What follows belongs to an exercise in optimizing a design on an open flow for small area, a short achievable clock period and few clock cycles per item; a production flow would make more cautious choices. The RTL was checked by simulation tests, not by an equivalence proof against the original design. Power is estimated from default activity; no workload was simulated.

// game_step
module game_step #(
    parameter int N_BULLETS = 5,
    parameter int N_ENEMIES = 5,
    parameter int N_DIVERS  = 5
) (
    input  logic                    i_clk,
    input  logic                    i_rstn,
    input  logic                    i_start,
    input  logic [2:0]              i_act,
    input  logic [31:0]             i_player,
    input  logic [18*N_BULLETS-1:0] i_bullets,
    input  logic [18*N_ENEMIES-1:0] i_enemies,
    input  logic [18*N_DIVERS-1:0]  i_divers,
    input  logic [31:0]             i_score,
    output logic [31:0]             o_player,
    output logic [18*N_BULLETS-1:0] o_bullets,
    output logic [18*N_ENEMIES-1:0] o_enemies,
    output logic [18*N_DIVERS-1:0]  o_divers,
    output logic [31:0]             o_score,
    output logic                    o_done,
    output logic                    o_valid
);
For scale: ~4700 cells after synthesis, ~370 flip-flops.
export LEC_CHECK = 0
export CAP_MARGIN = 20
export CORE_MARGIN = 2
export CORE_UTILIZATION = 40
export SLEW_MARGIN = 20
create_clock -name core_clock -period 25.0 [get_ports {i_clk}]
standard.sh (not shown) runs the stock make flow with config.mk's settings and CLKGATE_MAP_FILE= SYNTH_SCRIPT=/design/flow/synth_recipe.tcl, a recipe that flattens the netlist after the stock synthesis.
==> flow/flow/run.sh <==
#!/bin/bash
# Layout flow: the standard ORFS flow (standard.sh, with the standard flow's synthesis
# script) with these changes:
#  - synthesis leaves adders to ABC (no half/full adder extraction), so ABC
#    can restructure the arithmetic; registers are untouched
#  - every port still gets its own buffer, a plain buf_2 instead of the
#    default delay-cell buffer
#  - the buffers ABC put in are taken out before placement; OpenROAD
#    buffers the placed design instead
set -euo pipefail
MARGIN=$(cat flow/margin.txt 2>/dev/null || echo 0)
bash standard.sh ADDER_MAP_FILE= synth > flow_synth.log 2>&1
bash standard.sh ADDER_MAP_FILE= "BUFFER_PORTS_ARGS=-buffer_cell sky130_fd_sc_hd__buf_2" \
    SETUP_SLACK_MARGIN=$MARGIN REMOVE_ABC_BUFFERS=1 finish > flow_finish.log 2>&1
test -f out/final.def
==> flow/flow/margin.txt <==
15
Testbench counts at the start, summed over its fixed seeds: cycles 48,000, steps 24,000.
Change:
--- a/flow/flow/run.sh
+++ b/flow/flow/run.sh
@@ -6,10 +6,8 @@
 #  - every port still gets its own buffer, a plain buf_2 instead of the
 #    default delay-cell buffer
-#  - the buffers ABC put in are taken out before placement; OpenROAD
-#    buffers the placed design instead
 set -euo pipefail
 MARGIN=$(cat flow/margin.txt 2>/dev/null || echo 0)
 bash standard.sh ADDER_MAP_FILE= synth > flow_synth.log 2>&1
 bash standard.sh ADDER_MAP_FILE= "BUFFER_PORTS_ARGS=-buffer_cell sky130_fd_sc_hd__buf_2" \
-    SETUP_SLACK_MARGIN=$MARGIN REMOVE_ABC_BUFFERS=1 finish > flow_finish.log 2>&1
+    SETUP_SLACK_MARGIN=$MARGIN finish > flow_finish.log 2>&1
 test -f out/final.def
==> flow/flow/margin.txt (replaced) <==
18
Routed wire length went up by 14%.
Synthesized area stays the same.
Setup slack improves by 130 ps.
Hold slack gets worse by 31 ps.
First-iteration DRC count went up by 11%.
Power went up by 13%.
Fmax goes up by 1.3%.
Combinational power goes up by 37%.
Cell count rose by 8.4%.
Core utilization grows by 12 points.

---

v15:
game_step again, from the RTL that the note above started with.
Settings: LEC_CHECK=0, CAP_MARGIN=20, CORE_MARGIN=2, CORE_UTILIZATION=40, SLEW_MARGIN=20; clock period 25.0 ns.
==> flow/flow/run.sh <==
#!/bin/bash
# Layout flow: the standard ORFS flow (standard.sh, with the standard flow's synthesis
# script) with these changes:
#  - synthesis leaves adders to ABC (no half/full adder extraction), so ABC
#    can restructure the arithmetic; registers are untouched
#  - every port still gets its own buffer, a plain buf_2 instead of the
#    default delay-cell buffer
set -euo pipefail
MARGIN=$(cat flow/margin.txt 2>/dev/null || echo 0)
bash standard.sh ADDER_MAP_FILE= synth > flow_synth.log 2>&1
bash standard.sh ADDER_MAP_FILE= "BUFFER_PORTS_ARGS=-buffer_cell sky130_fd_sc_hd__buf_2" \
    SETUP_SLACK_MARGIN=$MARGIN finish > flow_finish.log 2>&1
test -f out/final.def
==> flow/flow/margin.txt <==
13.5
v15 went all the way through the flow, and no timing, DRC or antenna check failed.
Testbench counts of v15, summed over its fixed seeds: cycles 48,000, steps 24,000.
Edits applied to the flow inputs when going from v15 to v24:
Settings: setting CTS_BUF_LIST to sky130_fd_sc_hd__clkbuf_4 for the first time.
==> flow/flow/run.sh <==
#!/bin/bash
# Layout flow: the standard ORFS flow (standard.sh, with the standard flow's synthesis
# script) with these changes:
#  - synthesis leaves adders to ABC (no half/full adder extraction), so ABC
#    can restructure the arithmetic; registers are untouched
#  - every port still gets its own buffer, a plain buf_1 instead of the
#    default delay-cell buffer
set -euo pipefail
MARGIN=$(cat flow/margin.txt 2>/dev/null || echo 0)
bash standard.sh ADDER_MAP_FILE= synth > flow_synth.log 2>&1
bash standard.sh ADDER_MAP_FILE= "BUFFER_PORTS_ARGS=-buffer_cell sky130_fd_sc_hd__buf_1" \
    SETUP_SLACK_MARGIN=$MARGIN finish > flow_finish.log 2>&1
test -f out/final.def
==> flow/flow/margin.txt <==
15
### Flow results
Summary of v24 over v15: overall power of the completed layout shows a reduction of 7.1%; wire length shows an increase of 2000 um; maximum clock frequency shows an increase of about 5%. Re wire length of the first global-routing pass: v15 and v24 aren't equal, and the lower value belongs to v15. Looking at critical path capture point, the o_score[23] result is from v15; the o_score[31] one comes from v24.

---

exp/maple:
Another version of the RTL of game_step (not shown whole).
Size in the first run: ~4500 cells after synthesis, ~680 I/O pins, ~29000 sq um of cells after synthesis.
==> flow/design.v (excerpt) <==
module game_step #(
    parameter int N_BULLETS = 5,
    parameter int N_ENEMIES = 5,
    parameter int N_DIVERS  = 5
) (
    input  logic                    i_clk,
    input  logic                    i_rstn,
    input  logic                    i_start,
    input  logic [2:0]              i_act,
    input  logic [31:0]             i_player,
    input  logic [18*N_BULLETS-1:0] i_bullets,
    input  logic [18*N_ENEMIES-1:0] i_enemies,
    input  logic [18*N_DIVERS-1:0]  i_divers,
    input  logic [31:0]             i_score,
    output logic [31:0]             o_player,
    output logic [18*N_BULLETS-1:0] o_bullets,
    output logic [18*N_ENEMIES-1:0] o_enemies,
    output logic [18*N_DIVERS-1:0]  o_divers,
    output logic [31:0]             o_score,
    output logic                    o_done,
    output logic                    o_valid
);
clock: 25.0 ns
lec_check: 0
cap_margin: 0
core_margin: 2
core_utilization: 40
cts_cluster_diameter: 100
cts_cluster_size: 20
slew_margin: 0
==> flow/flow/run.sh <==
#!/bin/bash
# Layout flow: the standard ORFS flow (standard.sh, with the standard flow's synthesis
# script) with these changes:
#  - synthesis leaves adders to ABC (no half/full adder extraction), and ABC
#    maps for area (flow/abc_area_map.script in place of ORFS's
#    abc_speed.script, in a copy of ORFS's scripts folder used for synthesis
#    only); registers are untouched
#  - every port still gets its own buffer, a plain buf_2 instead of the
#    default delay-cell buffer
set -euo pipefail
MARGIN=$(cat flow/margin.txt 2>/dev/null || echo 0)
rm -rf synth_scripts
cp -r "$FLOW_HOME/scripts" synth_scripts
cp flow/abc_area_map.script synth_scripts/abc_speed.script
bash standard.sh ADDER_MAP_FILE= SCRIPTS_DIR="$PWD/synth_scripts" synth > flow_synth.log 2>&1
bash standard.sh ADDER_MAP_FILE= "BUFFER_PORTS_ARGS=-buffer_cell sky130_fd_sc_hd__buf_2" \
    SETUP_SLACK_MARGIN=$MARGIN finish > flow_finish.log 2>&1
test -f out/final.def
==> flow/flow/abc_area_map.script <==
strash
dch -f
amap
topo
==> flow/flow/margin.txt <==
16.5
exp/maple completed end to end with timing, DRC and antenna clean.
Testbench counts of exp/maple, summed over its fixed seeds: cycles 48,000, steps 24,000.
### exp/maple -> exp/ember
==> flow/flow/margin.txt <==
16
--- a/flow/config.mk
+++ b/flow/config.mk
@@ -11,3 +11,4 @@
 export CTS_CLUSTER_DIAMETER = 100
 export CTS_CLUSTER_SIZE = 20
+export GPL_TIMING_DRIVEN = 1
 export SLEW_MARGIN = 0
Findings:
exp/ember -> exp/maple: share of the synthesized area in compound gates (AO/OA/AOI/OAI) delta 0, exact match. exp/ember: peak per-stage delay on the critical path 0.09 ns below exp/maple. Any difference in fmax between exp/maple and exp/ember is small enough to ignore. Sort exp/ember and exp/maple by share of total power in the clock network, ascending, and exp/ember comes first.
Here is what was changed in the inputs of exp/violet compared with exp/ember.
--- a/flow/config.mk
+++ b/flow/config.mk
@@ -9,6 +9,3 @@
 export CORE_MARGIN = 2
 export CORE_UTILIZATION = 40
-export CTS_CLUSTER_DIAMETER = 100
-export CTS_CLUSTER_SIZE = 20
-export GPL_TIMING_DRIVEN = 1
 export SLEW_MARGIN = 0
==> run notes <==
The routed length on met3 in exp/violet was higher than what exp/ember gave. A standard cell with the maximum stage delay on the critical path of sky130_fd_sc_hd__or3_4 is what exp/ember shows, while sky130_fd_sc_hd__dfxtp_4 belongs to exp/violet. exp/ember and exp/violet all finish clean. exp/violet vs exp/ember: worst setup slack up. The ratio of final minimum period to clock period in exp/violet sits 0.40 points below the value recorded for exp/ember. exp/violet: count of inserted antenna diode cells is about 9% lower than what exp/ember reported. exp/ember ended up with collision_score_i.score_q[10] as its launching instance or port of the critical path; exp/violet ended up with collision_score_i.pick_q[0].
Here is what was changed in the inputs of exp/sierra compared with exp/violet.
--- a/flow/config.mk
+++ b/flow/config.mk
@@ -8,4 +8,7 @@
 export CAP_MARGIN = 0
 export CORE_MARGIN = 2
-export CORE_UTILIZATION = 40
+export CORE_UTILIZATION = 65
+export CTS_CLUSTER_DIAMETER = 100
+export CTS_CLUSTER_SIZE = 20
+export PLACE_DENSITY = 0.75
 export SLEW_MARGIN = 0
Results
exp/sierra: full flow OK, the timing, DRC and antenna checks passed. exp/sierra against exp/violet: relative slew slack lower, layout overhead on the synthesized area now sits lower, worst setup slack shrank by 0.20 ns. Heaviest power group: the clock network -> exp/violet, combinational logic -> exp/sierra.

==> re-timing with driven ports <==
Ports are ideal in the flow. The routed layouts listed here were re-timed in OpenROAD.
Step 1, drivers: a clkbuf_16 drives i_clk and a buf_2 each remaining input, both assumed.
Step 2, shift: input delay + t, output delay - t, t = (earliest + latest rising clock arrival at the registers) / 2. This alone moves slack from input paths to output paths.
Three values: ideal ports, drivers, drivers and shift; two values: the first two.
run | shift t [ns] | setup WS [ns] | cell pins on the clock port's net
the first run of note 1 | 0.677 | 15.207 / 15.133 / 14.971 | 1
the second run of note 1 | 0.675 | 15.335 / 15.261 / 15.937 | 1
v15 | 0.679 | 14.535 / 14.464 / 14.976 | 1
v24 | 1.038 | 15.040 / 14.967 / 14.784 | 1
exp/maple | 0.689 | 15.387 / 15.319 / 15.791 | 1
exp/ember | 0.668 | 15.412 / 15.340 / 15.442 | 1
exp/violet | 0.663 | 15.512 / 15.443 / 15.521 | 1
exp/sierra | 0.649 | 15.315 / 15.254 / 15.308 | 1
After both steps setup and hold are still met in every run listed. The setup slack of v24, which loses most, moves by -0.073 ns with the drivers and by -0.256 ns with both steps.
